This design comes from an exercise in tuning for small area, a short achievable clock period and few clock cycles on the open sky130 flow, not from production work. RTL that was checked went through simulation tests only; none was proved equivalent to the original. Power is estimated from default activity; no workload was simulated.

==> flow/design.v (excerpt) <==
module segment_allocator_with_compaction_unit (
    input  logic        clk,
    input  logic        rst_n,
    input  logic        s_tvalid,
    output logic        s_tready,
    input  logic [23:0] s_tdata,    
    output logic        m_tvalid,
    input  logic        m_tready,
    output logic [23:0] m_tdata     
);
    function automatic logic [31:0] pfx_or(input logic [31:0] v);
        logic [31:0] r;
        r = v;
        r = r | (r << 1);
        r = r | (r << 2);
        r = r | (r << 4);
        r = r | (r << 8);
        r = r | (r << 16);
        pfx_or = r;
    endfunction
    function automatic logic [32:0] therm(input logic [5:0] t);
        for (int q = 0; q < 33; q++)
            therm[q] = (6'(q) < t);
    endfunction
    typedef struct packed {
        logic       k_alloc;
        logic       k_free;
        logic       k_comp;
        logic       k_write;
        logic       k_read;
        logic       sz_zero;
        logic [5:0] m;         
        logic [4:0] a;
        logic [7:0] wd;
    } req_t;
    logic        q0_full, q1_full;
    req_t        q0;
    logic [21:0] q1;
    logic        r_full;       
    logic        r_search;     
    logic        r_fits;
    logic        r_hit;        
    logic        r_comp;       
    logic        r_read;       
    logic [31:0] r_data;       
    logic        o0_full;
    logic [16:0] o0;           
    logic [7:0]  mem [32];
    logic [31:0] seg_s;
    logic [31:0] seg_f;
    logic [5:0]  top;
    logic [32:0] below;
    logic [4:0]  cnt;
    logic [21:0] q_in;         
    req_t        din;
    always_comb
    begin
        q_in        = q1_full ? q1 : s_tdata[21:0];
        din.k_alloc = (q_in[2:0] == KIND_ALLOC);
        din.k_free  = (q_in[2:0] == KIND_FREE);
        din.k_comp  = (q_in[2:0] == KIND_COMPACT);
        din.k_write = (q_in[2:0] == KIND_WRITE);
  ...
Size: ~470 flip-flops, about 54 I/O pins, roughly 29000 µm² of cells after synthesis.
Settings: LEC_CHECK=0, CAP_MARGIN=20, CORE_MARGIN=2, CORE_UTILIZATION=40, SETUP_SLACK_MARGIN=3.0, SLEW_MARGIN=20, TNS_END_PERCENT=0; clock period 6.0 ns.
run.sh (not shown) runs the stock make flow with config.mk's settings and CLKGATE_MAP_FILE= SYNTH_SCRIPT=/design/flow/synth_recipe.tcl, a recipe that flattens the netlist after the stock synthesis.
The baseline went through all stages and came out clean.
Testbench counts at the start, summed over its fixed seeds: cycles 16,279.
Then changed:
Settings changed: ABC_AREA set to 1, CTS_BUF_LIST set to sky130_fd_sc_hd__clkbuf_4 sky130_fd_sc_hd__clkbuf_8, SETUP_SLACK_MARGIN 3.0 to 2.7.
=> The new run finished with timing, DRC and antenna clean; synthesized area climbs by 3.4%; count of clock-buffer cells in the layout climbs by 61; non-clock buffer count drops by 63; worst setup slack is better by 0.46 ns; die area climbs by 3.3%; sequential share of layout area drops by 1.1 points.


segment_allocator_with_compaction_unit, a different RTL version from the one above (not shown whole).
Size: about 3300 cells after synthesis, about 0.029 mm^2 of cells after synthesis.
Settings: LEC_CHECK=0, CAP_MARGIN=20, CORE_MARGIN=2, CORE_UTILIZATION=40, SETUP_SLACK_MARGIN=3.0, SLEW_MARGIN=20; clock period 6.0 ns.
Next try:
--- a/flow/config.mk
+++ b/flow/config.mk
@@ -10,3 +10,3 @@
 export CORE_UTILIZATION = 40
-export SETUP_SLACK_MARGIN = 3.0
+export SETUP_SLACK_MARGIN = 2.0
 export SLEW_MARGIN = 20
Result:
- non-clock buffer count came out lower by 228
- flip-flop and latch count stays the same
- clock skew barely changes
No run of this note included a check of the RTL's function; only the layout flow was run.


the previous run:
Another version of the RTL of segment_allocator_with_compaction_unit (not shown whole).
Size: ~3200 cells after synthesis, roughly 460 flip-flops, ~54 I/O pins, ~29000 um^2 of cells after synthesis.
export LEC_CHECK = 0
export CAP_MARGIN = 20
export CORE_MARGIN = 2
export CORE_UTILIZATION = 40
export SETUP_SLACK_MARGIN = 2.5
export SLEW_MARGIN = 20
create_clock -name core_clock -period 6.0 [get_ports {clk}]
[inputs] the current run vs the previous run
--- a/flow/config.mk
+++ b/flow/config.mk
@@ -9,4 +9,3 @@
 export CORE_MARGIN = 2
 export CORE_UTILIZATION = 40
-export SETUP_SLACK_MARGIN = 2.5
 export SLEW_MARGIN = 20
==> summary.txt <==
Of the previous run and the current run, the run reporting the lower switching part of the total power was the previous run. Looking only at via count, and setting everything else aside, the higher value of the previous run and the current run goes to the previous run. Taking the previous run as the reference, in the current run max-slew headroom at the worst pin shrank by 2.9 points, number of search-and-repair iterations in the first detailed-routing pass grew by 2. Number of gates given a new drive strength after cts (lower): the current run. Delta (the current run minus the previous run): internal portion of total power decreased 20%; clock tree buffer count of the final layout decreased 6. Compared with the previous run, the current run shows ratio of cells with drive above 1 in the final layout lower by 16 points. Compared with the previous run, in the current run routed wire length fell by about 3.5%, largest stage delay on the critical path +0.14 ns. The current run ends up with a layout overhead on the synthesized area that is 17 points lower than in the previous run.
No run of this note included a check of the RTL's function; only the layout flow was run.


segment_allocator_with_compaction_unit, a different RTL version from the one above (not shown whole).
Size: about 3300 cells after synthesis, about 470 flip-flops.
// segment_allocator_with_compaction_unit
module segment_allocator_with_compaction_unit (
    input  logic        clk,
    input  logic        rst_n,
    input  logic        s_tvalid,
    output logic        s_tready,
    input  logic [23:0] s_tdata,    
    output logic        m_tvalid,
    input  logic        m_tready,
    output logic [23:0] m_tdata     
);
make LEC_CHECK=0 CAP_MARGIN=20 CORE_MARGIN=2 CORE_UTILIZATION=40 SETUP_SLACK_MARGIN=3.0 SLEW_MARGIN=20 finish   # period 6.0 ns
The baseline passed the timing, DRC and antenna checks.
Testbench counts at the start, summed over its fixed seeds: cycles 16,279.
==> next run, changes <==
TNS_END_PERCENT = 0   (was unset)
=> Cell area goes down by roughly a tenth; die area does not change; count of clock-buffer cells in the layout goes up by 4; setup slack gets better by 0.014 ns; non-clock buffer count goes down by 196.


Setup of P:
segment_allocator_with_compaction_unit, a different RTL version from the one above (not shown whole).
Size: about 3300 cells after synthesis, roughly 470 flip-flops.
export LEC_CHECK = 0
export CAP_MARGIN = 20
export CORE_MARGIN = 2
export CORE_UTILIZATION = 40
export SETUP_SLACK_MARGIN = 3.0
export SLEW_MARGIN = 20
export TNS_END_PERCENT = 0
create_clock -name core_clock -period 6.0 [get_ports {clk}]
Testbench counts of P, summed over its fixed seeds: cycles 16,279.
Edits applied to the flow inputs when going from P to Q:
- an added ABC_AREA of 1
==> summary.txt <==
- In Q the number of placed instances with taps included turned out 1009 higher than in P.
- met2 track demand over resource is lower on Q
- Reported for Q and P, max-slew violation count turned out identical to the last digit.
- In the tables for Q and P, fill cell instance count of the final layout reads higher with Q.
- NOTE weighted congestion reported at the end of routability-driven placement P->Q increased slightly
- Share of power burned in registers (higher): Q
- Cell at the slowest stage of the critical path: sky130_fd_sc_hd__and2_1 -> P, sky130_fd_sc_hd__edfxtp_1 -> Q
- Re fraction of the cycle the final worst path needs: Q is 7.2 points down on P.


RTL: one of the versions met above, not the one the previous note started from.
Size in the first run: about 4200 cells after synthesis, ~54 I/O pins.
clock: 6.0 ns
lec_check: 0
abc_area: 1
cap_margin: 20
core_margin: 2
core_utilization: 40
cts_buf_list: sky130_fd_sc_hd__clkbuf_4 sky130_fd_sc_hd__clkbuf_8
place_density: 0.7
setup_slack_margin: 3.0
slew_margin: 20
tns_end_percent: 0
The first run completed with no timing, DRC or antenna violations.
Testbench counts at the start, summed over its fixed seeds: cycles 16,279.
Then changed:
Settings changed: CORE_UTILIZATION 40 to 50, PLACE_DENSITY 0.7 to not set.
The new run went through all stages and came out clean.
Flip-flop and latch count stays the same.
Synthesized cell count does not change.
Setup slack is better by 0.16 ns.
Sequential share of layout area climbs by 0.51 points.
Final area fell by 1.5%.
Clock-buffer cell count shrinks by 3.
Worst hold slack degrades by 0.070 ns.
Via count is lower by 0.83%.
Global-route usage goes up by 9.4 points.
Then changed:
Settings changed: CORE_UTILIZATION 50 to 40, SETUP_SLACK_MARGIN 3.0 to 3.5.
Final area rose by 0.45%. Non-clock buffer count falls by 4. Clock-buffer cell count is lower by 1. Routed wire length is higher by 2.4%. Global-route usage went down by 8.1 points. Sequential share of layout area falls by 0.14 points. Synthesized area does not change. Power fell by 0.65%.
Then changed:
Settings changed: SETUP_SLACK_MARGIN 3.5 to 3.0.
What happened:
- The new run finished clean
- total power went down by about 0.4%
- non-clock buffer count rises by 5
- register-to-register slack barely changes
- design area is about the same
- synthesized area stays the same


job 101:
The RTL this note starts from:
==> flow/design.v <==
package sacu_pkg;
    localparam logic [2:0] KIND_ALLOC   = 3'd0;
    localparam logic [2:0] KIND_FREE    = 3'd1;
    localparam logic [2:0] KIND_COMPACT = 3'd2;
    localparam logic [2:0] KIND_WRITE   = 3'd3;
    localparam logic [2:0] KIND_READ    = 3'd4;
    localparam logic [2:0] ST_OK       = 3'd0;
    localparam logic [2:0] ST_OOM      = 3'd1;
    localparam logic [2:0] ST_FULL     = 3'd2;
    localparam logic [2:0] ST_NOTFOUND = 3'd3;
    localparam logic [2:0] ST_BAD      = 3'd4;
endpackage
import sacu_pkg::*;
module segment_allocator_with_compaction_unit (
    input  logic        clk,
    input  logic        rst_n,
    input  logic        s_tvalid,
    output logic        s_tready,
    input  logic [23:0] s_tdata,    
    output logic        m_tvalid,
    input  logic        m_tready,
    output logic [23:0] m_tdata     
);
    function automatic logic [31:0] pfx_or(input logic [31:0] v);
        logic [31:0] r;
        r = v;
        r = r | (r << 1);
        r = r | (r << 2);
        r = r | (r << 4);
        r = r | (r << 8);
        r = r | (r << 16);
        pfx_or = r;
    endfunction
    function automatic logic [32:0] therm(input logic [5:0] t);
        for (int q = 0; q < 33; q++)
            therm[q] = (6'(q) < t);
    endfunction
    typedef struct packed {
        logic       k_alloc;
        logic       k_free;
        logic       k_comp;
        logic       k_write;
        logic       k_read;
        logic       sz_zero;
        logic [5:0] m;         
        logic [4:0] a;
        logic [7:0] wd;
    } req_t;
    logic        q0_full, q1_full;
    req_t        q0;
    logic [21:0] q1;
    logic        r_full;       
    logic        r_search;     
    logic        r_fits;
    logic        r_hit;        
    logic        r_comp;       
    logic        r_read;       
    logic [31:0] r_data;       
    logic        o0_full;
    logic [16:0] o0;           
    logic [7:0]  mem [32];
    logic [31:0] seg_s;
    logic [31:0] seg_f;
    logic [5:0]  top;
    logic [32:0] below;
    logic [4:0]  cnt;
    logic [21:0] q_in;         
    req_t        din;
    always_comb
    begin
        q_in        = q1_full ? q1 : s_tdata[21:0];
        din.k_alloc = (q_in[2:0] == KIND_ALLOC);
        din.k_free  = (q_in[2:0] == KIND_FREE);
        din.k_comp  = (q_in[2:0] == KIND_COMPACT);
        din.k_write = (q_in[2:0] == KIND_WRITE);
        din.k_read  = (q_in[2:0] == KIND_READ);
        din.sz_zero = (q_in[8:3] == 6'd0);
        din.m       = q_in[8:3] - 6'd1;
        din.a       = q_in[13:9];
        din.wd      = q_in[21:14];
    end
    logic [31:0] hot_top;      
    logic [31:0] hot_a;        
    logic [31:0] ge_a;         
    always_comb
    begin
        for (int p = 0; p < 32; p++)
        begin
            hot_top[p] = below[p] ^ (p == 0 ? 1'b1 : below[p == 0 ? 0 : p - 1]);
            hot_a[p]   = (5'(p) == q0.a);
            ge_a[p]    = (5'(p) >= q0.a);
        end
    end
    logic        fits;
    logic        can_append;
    logic [32:0] cont;         
    logic [31:0] a1, a2, a4, a8, a16;
    logic [31:0] r0, r1, r2, r3, r4, r5;
    logic [31:0] match;
    assign fits       = (7'(top) + 7'(q0.m)) <= 7'd31;
    assign can_append = fits && !cnt[4];
    always_comb
    begin
        cont = {1'b0, ~seg_s & below[31:0]};
        a1  = cont[32:1];
        a2  = a1 & (a1 >> 1);
        a4  = a2 & (a2 >> 2);
        a8  = a4 & (a4 >> 4);
        a16 = a8 & (a8 >> 8);
        r0 = ~cont[32:1];
        r1 = q0.m[0] ? (a1  & (r0 >> 1))  : r0;
        r2 = q0.m[1] ? (a2  & (r1 >> 2))  : r1;
        r3 = q0.m[2] ? (a4  & (r2 >> 4))  : r2;
        r4 = q0.m[3] ? (a8  & (r3 >> 8))  : r3;
        r5 = q0.m[4] ? (a16 & (r4 >> 16)) : r4;
        match = q0.m[5] ? 32'd0 : (seg_s & seg_f & r5);
    end
    logic        found;
    logic [31:0] free_mask;
    assign found     = |(seg_s & hot_a);
    assign free_mask = ge_a & ~pfx_or(seg_s & (ge_a << 1)) & below[31:0];
    logic [31:0] ge_f;
    logic [31:0] low_hot;
    logic [31:0] shift;
    logic        any_f;
    logic        seg_gone;     
    always_comb
    begin
        ge_f     = pfx_or(seg_f);
        any_f    = |seg_f;
        low_hot  = seg_f & ~(ge_f << 1);
        shift    = ge_f & below[31:0];
        seg_gone = |(low_hot & ({1'b1, seg_s[31:1]} | ~below[32:1]));
    end
    logic        r_move;       
    logic        r_clear;      
    logic        stall;
    logic        go;           
    logic        done;         
    logic        op_append, op_free, op_write, op_step;
    logic [2:0]  res_st;
    logic [5:0]  res_ra;
    logic        x_search;
    assign r_move = r_full && (!o0_full || m_tready) && !(r_comp && any_f);
    assign stall  = r_full && r_search && r_hit && (q0.k_alloc || q0.k_comp);
    assign go     = q0_full && (!r_full || r_move) && !stall;
    always_comb
    begin
        x_search  = q0.k_alloc && !q0.sz_zero && !can_append;
        op_append = go && q0.k_alloc && !q0.sz_zero && can_append;
        op_free   = go && q0.k_free && found;
        op_write  = go && q0.k_write;
        op_step   = any_f && ((go && q0.k_comp) || (r_full && r_comp));
        done      = go;
        res_st = ST_BAD;
        res_ra = '0;
        if (q0.k_alloc && !q0.sz_zero && can_append)
        begin
            res_st = ST_OK;
            res_ra = top;
        end
        if (q0.k_free)
            res_st = found ? ST_OK : ST_NOTFOUND;
        if (q0.k_comp)
        begin
            res_st = ST_OK;
            res_ra = any_f ? top - 6'd1 : top;
        end
        if (q0.k_write)
            res_st = ST_OK;
        if (q0.k_read)
            res_st = ST_OK;
    end
    logic [31:0] ge_match;
    logic [31:0] first;
    logic        hit;
    logic [4:0]  hit_pos;
    logic [16:0] res;
    always_comb
    begin
        ge_match = pfx_or(r_data);
        first    = r_data & ~(ge_match << 1);
        hit      = ge_match[31];
        hit_pos  = '0;
        for (int p = 0; p < 32; p++)
            if (first[p]) hit_pos = hit_pos | 5'(p);
        if (r_search)
        begin
            if (r_hit)
                res = {8'd0, 1'b0, hit_pos, ST_OK};
            else
                res = {8'd0, 6'd0, r_fits ? ST_FULL : ST_OOM};
        end
        else
        begin
            res = r_data[16:0];
            res[16:9] = '0;
            if (r_read)
                for (int p = 0; p < 32; p++)
                    res[16:9] = res[16:9] | (mem[p] & {8{r_data[13:9] == 5'(p)}});
        end
    end
    assign r_clear = r_move && r_search && r_hit;
    logic take;
    assign s_tready = !q1_full;
    assign take     = s_tvalid && !q1_full;
    always_ff @(posedge clk or negedge rst_n)
    begin
        if (!rst_n)
        begin
            q0_full <= 1'b0;
            q1_full <= 1'b0;
            r_full  <= 1'b0;
            o0_full <= 1'b0;
        end
        else
        begin
            if (!q0_full || done)
            begin
                q0_full <= q1_full || take;
                q1_full <= 1'b0;
            end
            else if (take)
                q1_full <= 1'b1;
            if (done)
                r_full <= 1'b1;
            else if (r_move)
                r_full <= 1'b0;
            if (!o0_full || m_tready)
                o0_full <= r_move;
        end
    end
    always_ff @(posedge clk)
    begin
        if (!q0_full || done)
            q0 <= din;
        if (!q1_full)
            q1 <= s_tdata[21:0];
        if (done)
        begin
            r_search <= x_search;
            r_fits   <= fits;
            r_hit    <= |match;
            r_comp   <= q0.k_comp;
            r_read   <= q0.k_read;
            r_data   <= x_search ? match : {18'd0, q0.a, res_ra, res_st};
        end
        else if (op_step)
            r_data[8:3] <= top - 6'd1;
        if (!o0_full || m_tready)
            o0 <= res;
    end
    assign m_tvalid = o0_full;
    assign m_tdata  = {7'd0, o0};
    logic [31:0] m_we, m_sh, m_clr;
    logic [7:0]  m_up   [32];
    logic [7:0]  m_stay [32];
    always_comb
    begin
        for (int p = 0; p < 32; p++)
        begin
            m_we[p]   = op_write && hot_a[p];
            m_sh[p]   = op_step && shift[p];
            m_clr[p]  = op_free && free_mask[p];
            m_up[p]   = (p < 31) ? (mem[p < 31 ? p + 1 : p] & {8{below[p + 1]}}) : 8'd0;
            m_stay[p] = m_we[p] ? q0.wd : (m_clr[p] ? 8'd0 : mem[p]);
        end
    end
    always_ff @(posedge clk or negedge rst_n)
    begin
        if (!rst_n)
        begin
            for (int p = 0; p < 32; p++)
                mem[p] <= 8'd0;
        end
        else
        begin
            for (int p = 0; p < 32; p++)
                mem[p] <= m_sh[p] ? m_up[p] : m_stay[p];
        end
    end
    logic [5:0] top_next;
    always_comb
    begin
        top_next = top;
        if (op_append)
            top_next = top + q0.m + 6'd1;
        if (op_step && any_f)
            top_next = top - 6'd1;
    end
    always_ff @(posedge clk or negedge rst_n)
    begin
        if (!rst_n)
        begin
            seg_s <= '0;
            seg_f <= '0;
            top   <= '0;
            below <= '0;
            cnt   <= '0;
        end
        else
        begin
            for (int p = 0; p < 32; p++)
            begin
                if (op_append && hot_top[p])
                    seg_s[p] <= 1'b1;
                else if (op_step && shift[p])
                    seg_s[p] <= (p < 31) ? ((low_hot[p] || seg_s[p < 31 ? p + 1 : p]) && below[p + 1]) : 1'b0;
                if (op_free && hot_a[p])
                    seg_f[p] <= 1'b1;
                else if (r_clear && first[p])
                    seg_f[p] <= 1'b0;
                else if (op_step && shift[p])
                    seg_f[p] <= (p < 31) ? ((low_hot[p] && !seg_s[p < 31 ? p + 1 : p]) || seg_f[p < 31 ? p + 1 : p]) && below[p + 1] : 1'b0;
            end
            top   <= top_next;
            below <= therm(top_next);
            if (op_append)
                cnt <= cnt + 5'd1;
            if (op_step && seg_gone)
                cnt <= cnt - 5'd1;
        end
    end
endmodule
Settings: LEC_CHECK=0, ABC_AREA=1, CAP_MARGIN=20, CORE_MARGIN=2, CORE_UTILIZATION=40, CTS_BUF_LIST=sky130_fd_sc_hd__clkbuf_4 sky130_fd_sc_hd__clkbuf_8, SETUP_SLACK_MARGIN=3.0, SLEW_MARGIN=20, TNS_END_PERCENT=0; clock period 6.0 ns.
## Diff of input files: job 102 against job 101
- changing CORE_UTILIZATION from 40 to 50
Notes after the runs:
Combinational cell fraction of total power: job 102 and job 101 compared, lower one is job 101. Relative to job 101, maximum vdd ir drop decreased by about 12% in job 102. Length of routed met2 wiring, job 102 vs job 101: down by a few percent. In job 102, area of all placed cells without fillers is lower than in job 101. As of job 102, number of buffers inserted to repair setup after CTS had risen by more than a quarter compared to job 101. Between job 102 and job 101, it is job 102 whose fraction of met1 tracks used by global routing is higher, by 12 points. Relative to job 101, the number of buffers outside the clock class in the layout measured on job 102 has decreased by a few percent.
No run of this note included a check of the RTL's function; only the layout flow was run.

## what the ideal ports hide
In the flow no input, the clock included, has a driving cell. The finished layouts below were timed again as built, in two steps.
Step 1: set_driving_cell puts a clkbuf_16 on clk and a buf_2 on each other input, an assumption about the parent block.
Step 2 adds t to the input delays and takes it off the output delays; t is the mean of the earliest and latest rising clock arrival at the registers after step 1. Input paths then give back, and output paths get back, about the clock's delay inside the block.
Slacks: no drivers / after step 1 / after step 2; pairs: no drivers / after step 1.
run | t, ns | setup slack, ns | clock arrival spread, ns
the first run of note 1 | 0.699 | 1.959 / 1.959 / 1.775 | 0.065 / 0.064
the second run of note 1 | 0.768 | 2.416 / 2.416 / 2.180 | 0.051 / 0.051
the first run of note 2 | 0.698 | 2.619 / 2.619 / 2.283 | 0.032 / 0.032
the second run of note 2 | 0.692 | 1.893 / 1.893 / 1.422 | 0.032 / 0.032
the previous run | 0.692 | 1.102 / 1.102 / 1.102 | 0.014 / 0.015
the current run | 0.685 | 0.659 / 0.659 / 0.659 | 0.025 / 0.024
the first run of note 4 | 0.695 | 2.088 / 2.088 / 1.897 | 0.031 / 0.031
the second run of note 4 | 0.686 | 2.102 / 2.102 / 1.581 | 0.031 / 0.030
P | 0.700 | 2.351 / 2.351 / 1.832 | 0.052 / 0.052
Q | 0.732 | 2.780 / 2.780 / 2.237 | 0.049 / 0.049
the first run of note 6 | 0.776 | 2.634 / 2.634 / 2.179 | 0.049 / 0.049
the second run of note 6 | 0.782 | 2.791 / 2.791 / 2.192 | 0.057 / 0.057
the third run of note 6 | 0.778 | 2.735 / 2.735 / 2.213 | 0.041 / 0.040
the fourth run of note 6 | 0.778 | 2.749 / 2.749 / 2.140 | 0.042 / 0.042
job 101 | 0.809 | 2.581 / 2.581 / 2.149 | 0.061 / 0.060
job 102 | 0.774 | 2.604 / 2.604 / 2.122 | 0.028 / 0.028
After both steps every run listed still meets setup and hold. The setup slack of the fourth run of note 6, which loses most, moves by 0.000 ns with the drivers and by -0.609 ns with both steps.
